This is an optimization exercise on Yosys and OpenROAD, whose aim is small area, a short achievable clock period and few clock cycles per item, not a production implementation. The RTL was checked by simulation tests, not by an equivalence proof against the original design.

===== flow/run.sh =====
#!/bin/bash
# synth_recipe.tcl (not shown) runs the flow's synth.tcl, then flattens the netlist and writes it again
# the make line also repeats each setting of config.mk as NAME=value (left out here)
make -C /OpenROAD-flow-scripts/flow DESIGN_CONFIG=/design/flow/config.mk WORK_HOME=/design/flow/orfs CLKGATE_MAP_FILE= SYNTH_SCRIPT=/design/flow/synth_recipe.tcl finish

===== flow/config.mk =====
export PLATFORM = sky130hd
export DESIGN_NAME = ycbcr420_to_rgb_flip_core
export DESIGN_NICKNAME = ycbcr420_to_rgb_flip_core
export VERILOG_FILES = /design/flow/design.v
export SDC_FILE = /design/flow/constraint.sdc
export NUM_CORES = 4
export LEC_CHECK = 0
export CAP_MARGIN = 20
export CORE_MARGIN = 2
export CORE_UTILIZATION = 40
export SLEW_MARGIN = 20

===== flow/constraint.sdc =====
create_clock -name core_clock -period 11.0 [get_ports {clk}]
set_input_delay 2.2000 -clock core_clock [delete_from_list [all_inputs] [get_ports {clk}]]
set_output_delay 2.2000 -clock core_clock [all_outputs]
set_load 0.01 [all_outputs]

===== flow/design.v =====
package ycrgb_pkg;
	localparam int PROD_W = 27;
	localparam logic signed [PROD_W-1:0] C_CR_R = 27'sd104597;
	localparam logic signed [PROD_W-1:0] C_CB_G = 27'sd25674;
	localparam logic signed [PROD_W-1:0] C_CR_G = 27'sd53278;
	localparam logic signed [PROD_W-1:0] C_CB_B = 27'sd132201;
	localparam logic signed [PROD_W-1:0] C_Y    = 27'sd76309;
	localparam logic signed [8:0]        CHROMA_OFS = 9'sd128;
	localparam logic signed [8:0]        LUMA_OFS   = 9'sd16;
	localparam int FRAC_BITS = 16;
	localparam logic [1:0] REG_BLOCK_COLS = 2'd0;
	localparam logic [1:0] REG_BLOCK_ROWS = 2'd1;
	localparam logic [1:0] REG_ROW_STRIDE = 2'd2;
	localparam logic [10:0] RST_BLOCK_COLS = 11'd160;
	localparam logic [10:0] RST_BLOCK_ROWS = 11'd120;
	localparam logic [12:0] RST_ROW_STRIDE = 13'd960;
	localparam int CNT_LIMIT = 1024;
	typedef logic signed [9:0] chroma_term_t;
	typedef struct packed {
		logic [7:0] blue;
		logic [7:0] green;
		logic [7:0] red;
	} pixel_t;
	typedef struct packed {
		logic acc;    
		logic adv2;   
	} ctl_t;
endpackage
module ycrgb_addr
#(
	parameter int MAX_WIDTH  = 2048,
	parameter int MAX_HEIGHT = 2048
) (
	input  logic        clk,
	input  logic        arst_n,
	input  logic        wr_en,
	input  logic [1:0]  wr_index,
	input  logic [12:0] wr_data,
	input  logic [1:0]            ctl,
	output logic [23:0] off_up,
	output logic [23:0] off_lo,
	output logic        frame_end
);
	localparam int COL_HALF = MAX_WIDTH / 2;
	localparam int ROW_HALF = MAX_HEIGHT / 2;
	localparam int COL_LIM_I = (COL_HALF > ycrgb_pkg::CNT_LIMIT) ? ycrgb_pkg::CNT_LIMIT : ((COL_HALF < 1) ? 1 : COL_HALF);
	localparam int ROW_LIM_I = (ROW_HALF > ycrgb_pkg::CNT_LIMIT) ? ycrgb_pkg::CNT_LIMIT : ((ROW_HALF < 1) ? 1 : ROW_HALF);
	localparam logic [10:0] COL_LIM = 11'(COL_LIM_I);
	localparam logic [10:0] ROW_LIM = 11'(ROW_LIM_I);
	logic [10:0] block_cols_q;
	logic [10:0] block_rows_q;
	logic [12:0] row_stride_q;
	logic [9:0]  col_cnt_q;
	logic [9:0]  row_cnt_q;
	logic [10:0] cols;
	logic [10:0] rows;
	logic [9:0]  col_max;
	logic [9:0]  row_max;
	logic [9:0]  c_eff;
	logic [9:0]  r_eff;
	logic        last_col;
	logic        last_row;
	logic [23:0] prod_s1;
	logic [9:0]  col_s1;
	logic        done_s1;
	logic [23:0] c6;
	logic [23:0] up_d;
	logic [23:0] up_s2;
	logic [23:0] lo_s2;
	logic        done_s2;
	always_ff @(posedge clk or negedge arst_n) begin
		if (!arst_n) begin
			block_cols_q <= ycrgb_pkg::RST_BLOCK_COLS;
			block_rows_q <= ycrgb_pkg::RST_BLOCK_ROWS;
			row_stride_q <= ycrgb_pkg::RST_ROW_STRIDE;
		end else if (wr_en) begin
			case (wr_index)
				ycrgb_pkg::REG_BLOCK_COLS: block_cols_q <= wr_data[10:0];
				ycrgb_pkg::REG_BLOCK_ROWS: block_rows_q <= wr_data[10:0];
				ycrgb_pkg::REG_ROW_STRIDE: row_stride_q <= wr_data;
				default: ;
			endcase
		end
	end
	always_comb begin
		if (block_cols_q == 11'd0) begin
			cols = 11'd1;
		end else if (block_cols_q > COL_LIM) begin
			cols = COL_LIM;
		end else begin
			cols = block_cols_q;
		end
		if (block_rows_q == 11'd0) begin
			rows = 11'd1;
		end else if (block_rows_q > ROW_LIM) begin
			rows = ROW_LIM;
		end else begin
			rows = block_rows_q;
		end
	end
	assign col_max  = 10'(cols - 11'd1);
	assign row_max  = 10'(rows - 11'd1);
	assign c_eff    = (col_cnt_q > col_max) ? col_max : col_cnt_q;
	assign r_eff    = (row_cnt_q > row_max) ? row_max : row_cnt_q;
	assign last_col = (c_eff == col_max);
	assign last_row = (r_eff == row_max);
	always_ff @(posedge clk or negedge arst_n) begin
		if (!arst_n) begin
			col_cnt_q <= '0;
			row_cnt_q <= '0;
		end else if (ctl[1]) begin
			if (last_col) begin
				col_cnt_q <= '0;
				row_cnt_q <= last_row ? 10'd0 : r_eff + 10'd1;
			end else begin
				col_cnt_q <= c_eff + 10'd1;
				row_cnt_q <= r_eff;
			end
		end
	end
	always_ff @(posedge clk) begin
		if (ctl[1]) begin
			prod_s1 <= 24'(row_max - r_eff) * 24'({row_stride_q, 1'b0});
			col_s1  <= c_eff;
			done_s1 <= last_col && last_row;
		end
	end
	assign c6   = 24'({col_s1, 2'b00}) + 24'({col_s1, 1'b0});
	assign up_d = prod_s1 + c6;
	always_ff @(posedge clk) begin
		if (ctl[0]) begin
			up_s2   <= up_d;
			lo_s2   <= up_d + 24'(row_stride_q);
			done_s2 <= done_s1;
		end
	end
	assign off_up    = up_s2;
	assign off_lo    = lo_s2;
	assign frame_end = done_s2;
endmodule
module ycrgb_chroma
(
	input  logic         clk,
	input  logic [1:0]             ctl,
	input  logic [7:0]   chroma_blue,
	input  logic [7:0]   chroma_red,
	output logic signed [9:0]      term_r,
	output logic signed [9:0]      term_g,
	output logic signed [9:0]      term_b
);
	logic signed [8:0]        cb;
	logic signed [8:0]        cr;
	logic signed [ycrgb_pkg::PROD_W-1:0] pr_s1;
	logic signed [ycrgb_pkg::PROD_W-1:0] pg_s1;
	logic signed [ycrgb_pkg::PROD_W-1:0] pb_s1;
	logic signed [ycrgb_pkg::PROD_W-1:0] shr;
	logic signed [ycrgb_pkg::PROD_W-1:0] shg;
	logic signed [ycrgb_pkg::PROD_W-1:0] shb;
	assign cb = $signed({1'b0, chroma_blue}) - ycrgb_pkg::CHROMA_OFS;
	assign cr = $signed({1'b0, chroma_red}) - ycrgb_pkg::CHROMA_OFS;
	always_ff @(posedge clk) begin
		if (ctl[1]) begin
			pr_s1 <= ycrgb_pkg::PROD_W'(cr) * ycrgb_pkg::C_CR_R;
			pg_s1 <= ycrgb_pkg::PROD_W'(cb) * ycrgb_pkg::C_CB_G + ycrgb_pkg::PROD_W'(cr) * ycrgb_pkg::C_CR_G;
			pb_s1 <= ycrgb_pkg::PROD_W'(cb) * ycrgb_pkg::C_CB_B;
		end
	end
	assign shr = pr_s1 >>> ycrgb_pkg::FRAC_BITS;
	assign shg = pg_s1 >>> ycrgb_pkg::FRAC_BITS;
	assign shb = pb_s1 >>> ycrgb_pkg::FRAC_BITS;
	assign term_r = shr[9:0];
	assign term_g = shg[9:0];
	assign term_b = shb[9:0];
endmodule
module ycrgb_lane
(
	input  logic         clk,
	input  logic [1:0]             ctl,
	input  logic [7:0]   luma,
	input  logic signed [9:0]      term_r,
	input  logic signed [9:0]      term_g,
	input  logic signed [9:0]      term_b,
	output logic [23:0]            pix
);
	logic signed [8:0]        yd;
	logic signed [ycrgb_pkg::PROD_W-1:0] py_s1;
	logic signed [ycrgb_pkg::PROD_W-1:0] ysh;
	logic signed [9:0]        y;
	logic signed [10:0]       sr;
	logic signed [10:0]       sg;
	logic signed [10:0]       sb;
	logic [23:0]                         pix_s2;   
	function automatic logic [7:0] clamp8(input logic signed [10:0] v);
		logic [7:0] res;
		if (v < 0) begin
			res = 8'd0;
		end else if (v > 11'sd255) begin
			res = 8'd255;
		end else begin
			res = v[7:0];
		end
		clamp8 = res;
	endfunction
	assign yd = $signed({1'b0, luma}) - ycrgb_pkg::LUMA_OFS;
	always_ff @(posedge clk) begin
		if (ctl[1]) begin
			py_s1 <= ycrgb_pkg::PROD_W'(yd) * ycrgb_pkg::C_Y;
		end
	end
	assign ysh = py_s1 >>> ycrgb_pkg::FRAC_BITS;
	assign y   = ysh[9:0];
	assign sr  = 11'(y) + 11'(term_r);
	assign sg  = 11'(y) - 11'(term_g);
	assign sb  = 11'(y) + 11'(term_b);
	always_ff @(posedge clk) begin
		if (ctl[0]) begin
			pix_s2[7:0]   <= clamp8(sr);
			pix_s2[15:8]  <= clamp8(sg);
			pix_s2[23:16] <= clamp8(sb);
		end
	end
	assign pix = pix_s2;
endmodule
module ycbcr420_to_rgb_flip_core
#(
	parameter int MAX_WIDTH  = 2048,
	parameter int MAX_HEIGHT = 2048
) (
	input  logic        clk,
	input  logic        arst_n,
	input  logic        wr_en,
	input  logic [1:0]  wr_index,
	input  logic [12:0] wr_data,
	input  logic        s_tvalid,
	output logic        s_tready,
	input  logic [47:0] s_tdata,
	output logic        m_tvalid,
	input  logic        m_tready,
	output logic [71:0] m_tdata,
	output logic        m_tlast,
	output logic        m_tuser
);
	logic [1:0]   ctl;   
	logic         v1_q;
	logic         v2_q;
	logic         vo_q;
	logic         phase_q;
	logic         free1;
	logic         free2;
	logic         ld_out;
	logic signed [9:0] term_r;
	logic signed [9:0] term_g;
	logic signed [9:0] term_b;
	logic [23:0]  pix [4];
	logic [23:0]  pix_q [4];
	logic [23:0]  off_up;
	logic [23:0]  off_lo;
	logic         frame_end;
	logic [23:0]  off_up_q;
	logic [23:0]  off_lo_q;
	logic         done_q;
	assign ld_out   = v2_q && (!vo_q || (m_tready && phase_q));
	assign free2    = !v2_q || ld_out;
	assign free1    = !v1_q || free2;
	assign s_tready = free1;
	assign ctl[1]  = s_tvalid && free1;
	assign ctl[0]  = v1_q && free2;
	always_ff @(posedge clk or negedge arst_n) begin
		if (!arst_n) begin
			v1_q <= 1'b0;
			v2_q <= 1'b0;
		end else begin
			if (free1) begin
				v1_q <= s_tvalid;
			end
			if (free2) begin
				v2_q <= v1_q;
			end
		end
	end
	ycrgb_chroma u_chroma (
		.clk         (clk),
		.ctl         (ctl),
		.chroma_blue (s_tdata[39:32]),
		.chroma_red  (s_tdata[47:40]),
		.term_r      (term_r),
		.term_g      (term_g),
		.term_b      (term_b)
	);
	for (genvar k = 0; k < 4; k++) begin : g_lane
		ycrgb_lane u_lane (
			.clk    (clk),
			.ctl    (ctl),
			.luma   (s_tdata[8*k +: 8]),
			.term_r (term_r),
			.term_g (term_g),
			.term_b (term_b),
			.pix    (pix[k])
		);
	end
	ycrgb_addr #(
		.MAX_WIDTH  (MAX_WIDTH),
		.MAX_HEIGHT (MAX_HEIGHT)
	) u_addr (
		.clk       (clk),
		.arst_n    (arst_n),
		.wr_en     (wr_en),
		.wr_index  (wr_index),
		.wr_data   (wr_data),
		.ctl       (ctl),
		.off_up    (off_up),
		.off_lo    (off_lo),
		.frame_end (frame_end)
	);
	always_ff @(posedge clk or negedge arst_n) begin
		if (!arst_n) begin
			vo_q    <= 1'b0;
			phase_q <= 1'b0;
		end else if (ld_out) begin
			vo_q    <= 1'b1;
			phase_q <= 1'b0;
		end else if (vo_q && m_tready) begin
			if (phase_q) begin
				vo_q <= 1'b0;
			end
			phase_q <= !phase_q;
		end
	end
	always_ff @(posedge clk) begin
		if (ld_out) begin
			for (int k = 0; k < 4; k++) begin
				pix_q[k] <= pix[k];
			end
			off_up_q <= off_up;
			off_lo_q <= off_lo;
			done_q   <= frame_end;
		end
	end
	assign m_tvalid = vo_q;
	assign m_tlast  = phase_q;
	assign m_tuser  = phase_q && done_q;
	assign m_tdata  = phase_q ? {off_lo_q, pix_q[3], pix_q[2]}
	                          : {off_up_q, pix_q[1], pix_q[0]};
endmodule

==> impl_summary.log <==
[metrics] worst skew pair latency: 0.62 ns
[metrics] tightest slew margin relative to the limit: 31.8%
[metrics] status: timing/DRC/antenna clean
[metrics] number of max-capacitance violations reported: 0
[metrics] largest driver fanout on the critical path: 6
[metrics] buffer cell driving the clock tree root: clkbuf_16
[metrics] IO Count: between 100 and 150
[metrics] number of synthesis warnings: 7
[metrics] Startpoint Class: register
[metrics] clock tree skew after final layout: 0.0384 ns
[metrics] multi-input logic area: 28700 um^2
[metrics] total setup violations reported at the end of the flow: 0
[metrics] Synth async-reset ratio: 13.1%
[metrics] crit-path leading delay family: adder cells
[metrics] worst hold slack after final layout: 0.383 ns
[metrics] most common library cell in the layout ignoring fill and taps: ha_1
[metrics] first-pass iteration count of the detailed router: 6
[metrics] routed via count: approximately 30000
[metrics] maximum level of the CTS H-tree: 2
[metrics] violation count after the first detailed-route iteration: 1431
[metrics] clock tree from TritonCTS: built
[metrics] number of buffers and inverters on the critical path: 8
[metrics] wire length of the first global-routing pass: roughly 160000 um
[metrics] Final Hold Violating Endpoints: 0
[metrics] #FFs+latches synth: 451
[metrics] Final Routed Wirelength: between 90000 and 100000 um
[metrics] area leader, netlist: edfxtp_1
[metrics] initial standard-cell utilization of the core: approximately 40%
[metrics] leading cell types in the layout, fill and taps excluded: 828 x ha_1, 771 x inv_1, 392 x edfxtp_1
[metrics] synthesis-to-layout area growth: 11.7%
[metrics] mean instance size in the synthesized netlist: 10.6 um^2
[metrics] detail-routed via count per cell: 5.01
[metrics] gate count of the mapped netlist: between 4000 and 5000
[metrics] achievable clock frequency: 95.9 MHz
[metrics] worst setup timing slack at the placement stage: -0.0973 ns
[metrics] vias in the first global route: 30500
[metrics] CTS clk-pin slew, worst paths: 0.07 ns
[metrics] number of rows created at floorplan: between 100 and 150
[metrics] Inserted Diodes: 0
[metrics] Critical-path top delay cell: fa_1
[metrics] Residual DRC: 0
[metrics] routability congestion estimate: 0.863
[metrics] part of the cycle the worst path needs: about 95%
[metrics] Net count, final: 5634
[metrics] Worst Tran Pin Value: 1.02 ns
[metrics] Sequential Area: 13300 um^2
[metrics] r2r setup slk: 0.57 ns
[metrics] die height: 339 um
[metrics] post-synth cell types: 78
[metrics] number of enable flip-flop cells after synthesis: slightly below 400
[metrics] count of port buffers added during placement: 143
[metrics] unrepaired setup endpoints after global routing: false
[metrics] count of clock tree sinks: 451
[metrics] Synth area leaders: edfxtp_1 26%, ha_1 23%, fa_1 14%, inv_1 6.4%, xnor2_1 3.8%
[metrics] sequential area share after synthesis: between 20 and 30%
[metrics] number of buffers created by CTS: 49
[metrics] # fillers: ~10000
[metrics] die footprint: 115000 um^2
[metrics] top_reg_cell synth: edfxtp_1
[metrics] Crit Path Category: reg -> reg
[metrics] Post-Synthesis Cell Area: 44900 um^2
[metrics] endpoint required time on the critical path: about 11 ns
[metrics] critical path capture point type: register
[metrics] placed wire-length estimate: 78700 um
[metrics] maximum single-stage delay on the critical path: ~0.54 ns
[metrics] number of max-slew violations in the final report: 0
[metrics] width of the die: between 300 and 400 um
[metrics] detail-routed net length per standard cell: 16.1 um
[metrics] cell mode on critical path: inv_1
[metrics] post-layout min period: about 10 ns
[metrics] core area: approximately 110000 um^2
[metrics] maximum number of pins on one net before global-route repair: 77
[metrics] GR Util All Layers: between 10% and 20%
[metrics] hold crit path type: reg -> reg
[metrics] Critical Path AT: 10.76 ns
[metrics] antenna viol nets, final: 0
[metrics] share of cells above drive strength 1: around 6.8%
[metrics] hold buffer count at CTS: 0
[metrics] net count of the mapped netlist: 5449
[metrics] Clock Path Buffers: 3
[metrics] post-layout worst setup margin: 0.573 ns
[metrics] initial antenna violation count: 0
[metrics] Overflow after GRT: 0
[metrics] area share of the largest cell type after synthesis: 26.2%
area by class of cell:
class | count | share of cell area [%]
clock buffers | 51 | 2.46
repair buffers | 187 | 3.53
inverters | 772 | 5.78
clock inverters | 41 | 0.915
well taps | 1488 | 3.71
multi-input cells | 2973 | 57.2
flip-flops and latches | 451 | 26.4
worst register-to-register path, delay by kind of cell (launching register included):
family,cells,cell delay [ns]
fa+ha+maj,11,4.00
simple gates,7,1.24
flops,1,0.41
mux,1,0.19
compound gates,19,3.49
buf+inv,8,0.53
xor+xnor,2,0.28
what timing repair did:
action                                  4_1_cts  5_1_grt
gates resized for setup                       3       23
endpoints found under the hold margin         0        0
endpoints found under the setup margin        3       10
pin swaps                                     0        5
buffers inserted                              0        2
gates cloned                                  0        0
routing by layer:
layer  part of all wire [%]  up-vias  global-route usage [%]  routed length [um]
li1                       -    15000                       -                   -
met1                     49    14300                    23.9               46800
met2                     45      463                    27.8               43400
met3                    3.9      100                    1.92                3720
met4                    2.2        0                    4.08                2130
met5                      0        -                       0                   0
stage by stage:
stage / util (%) / TNS (ns) / area, um^2 / cells
after floorplan: - / 0 / 44900 / 4249
after global placement: 43.6 / 0 / 48300 / 5868
after detailed placement: 43.6 / -0.189 / 48300 / 5868
after CTS: 45.1 / 0 / 50000 / 5960
after global routing: 45.2 / 0 / 50200 / 5963
final: 45.2 / 0 / 50200 / 5963
flip-flops by register name, summed over array words and instances, names as in the netlist, 10 cells and up:
| register | flops |
|---|---|
| off_lo_q | 24 |
| u_chroma.pb_s1 | 10 |
| u_chroma.pr_s1 | 10 |
| pix_q | 96 |
| u_addr.col_cnt_q | 10 |
| u_addr.up_s2 | 23 |
| u_addr.lo_s2 | 24 |
| u_addr.block_rows_q | 11 |
| g_lane.u_lane.pix_s2 | 96 |
| u_addr.row_stride_q | 13 |
| g_lane.u_lane.py_s1 | 40 |
| off_up_q | 23 |
| u_addr.row_cnt_q | 10 |
| u_addr.block_cols_q | 11 |
| u_addr.prod_s1 | 23 |
| u_chroma.pg_s1 | 10 |
| u_addr.col_s1 | 10 |
worst paths after layout:
path | startpoint | end | cells after the start
worst max-delay path | u_addr.block_rows_q[0] | u_addr.prod_s1[23] | 48
worst min-delay path | g_lane[0].u_lane.pix_s2[23] | pix_q[0][23] | 0
worst max register to register | u_addr.block_rows_q[0] | u_addr.prod_s1[23] | 48
worst min register to register | g_lane[0].u_lane.pix_s2[23] | pix_q[0][23] | 0
max in group asynchronous | arst_n | phase_q | 2
min in group asynchronous | arst_n | u_addr.block_cols_q[3] | 2
logic make-up (layout without fill, tap and decap cells):
family	after synthesis	count (layout)	synth area share (%)
AO/OA/AOI/OAI	724	724	10.7
AND/OR/NAND/NOR	718	718	7.78
flip-flops	451	451	29.5
adder cells (fa/ha/maj)	1133	1133	36.6
buffers and inverters	825	1051	6.93
XOR/XNOR	273	273	5.35
multiplexers	125	125	3.09
synthesized netlist by cell type, types with 56 or more instances:
cell,instances
a21o_1,73
edfxtp_1,392
fa_1,303
nor3_1,63
xnor2_1,197
ha_1,829
mux2_2,106
inv_1,772
nand2_1,213
o21ai_0,109
a21oi_1,195
o21a_1,104
o21bai_1,63
xor2_1,75
and2_1,56
nor2_1,164
Testbench counts, summed over its fixed seeds: cycles 19,224, items 9,600.

==> static timing again, ports no longer ideal <==
In the flow no input, the clock included, has a driving cell. The finished layout below was timed again as built, in two steps. Step 1 assumes that a clkbuf_16 drives the clock port and a buf_2 every other input. Step 2 adds t to the input delays and takes it off the output delays; t is the mean of the earliest and latest rising clock arrival at the registers after step 1. Input paths then give back, and output paths get back, about the clock's delay inside the block. Three values: ideal ports, drivers, drivers and shift; two values: the first two.
t (ns): 0.669
setup slack, ns: 0.573 / 0.573 / 0.573
latest minus earliest clock arrival (ns): 0.041 / 0.040
slew at the worst register clock pin (ns): 0.08 / 0.08
worst data-port slew with drivers (ns): 0.06
After both steps this run still meets setup and hold. For this run, drivers alone change the setup slack by 0.000 ns; drivers and shift together by 0.000 ns.
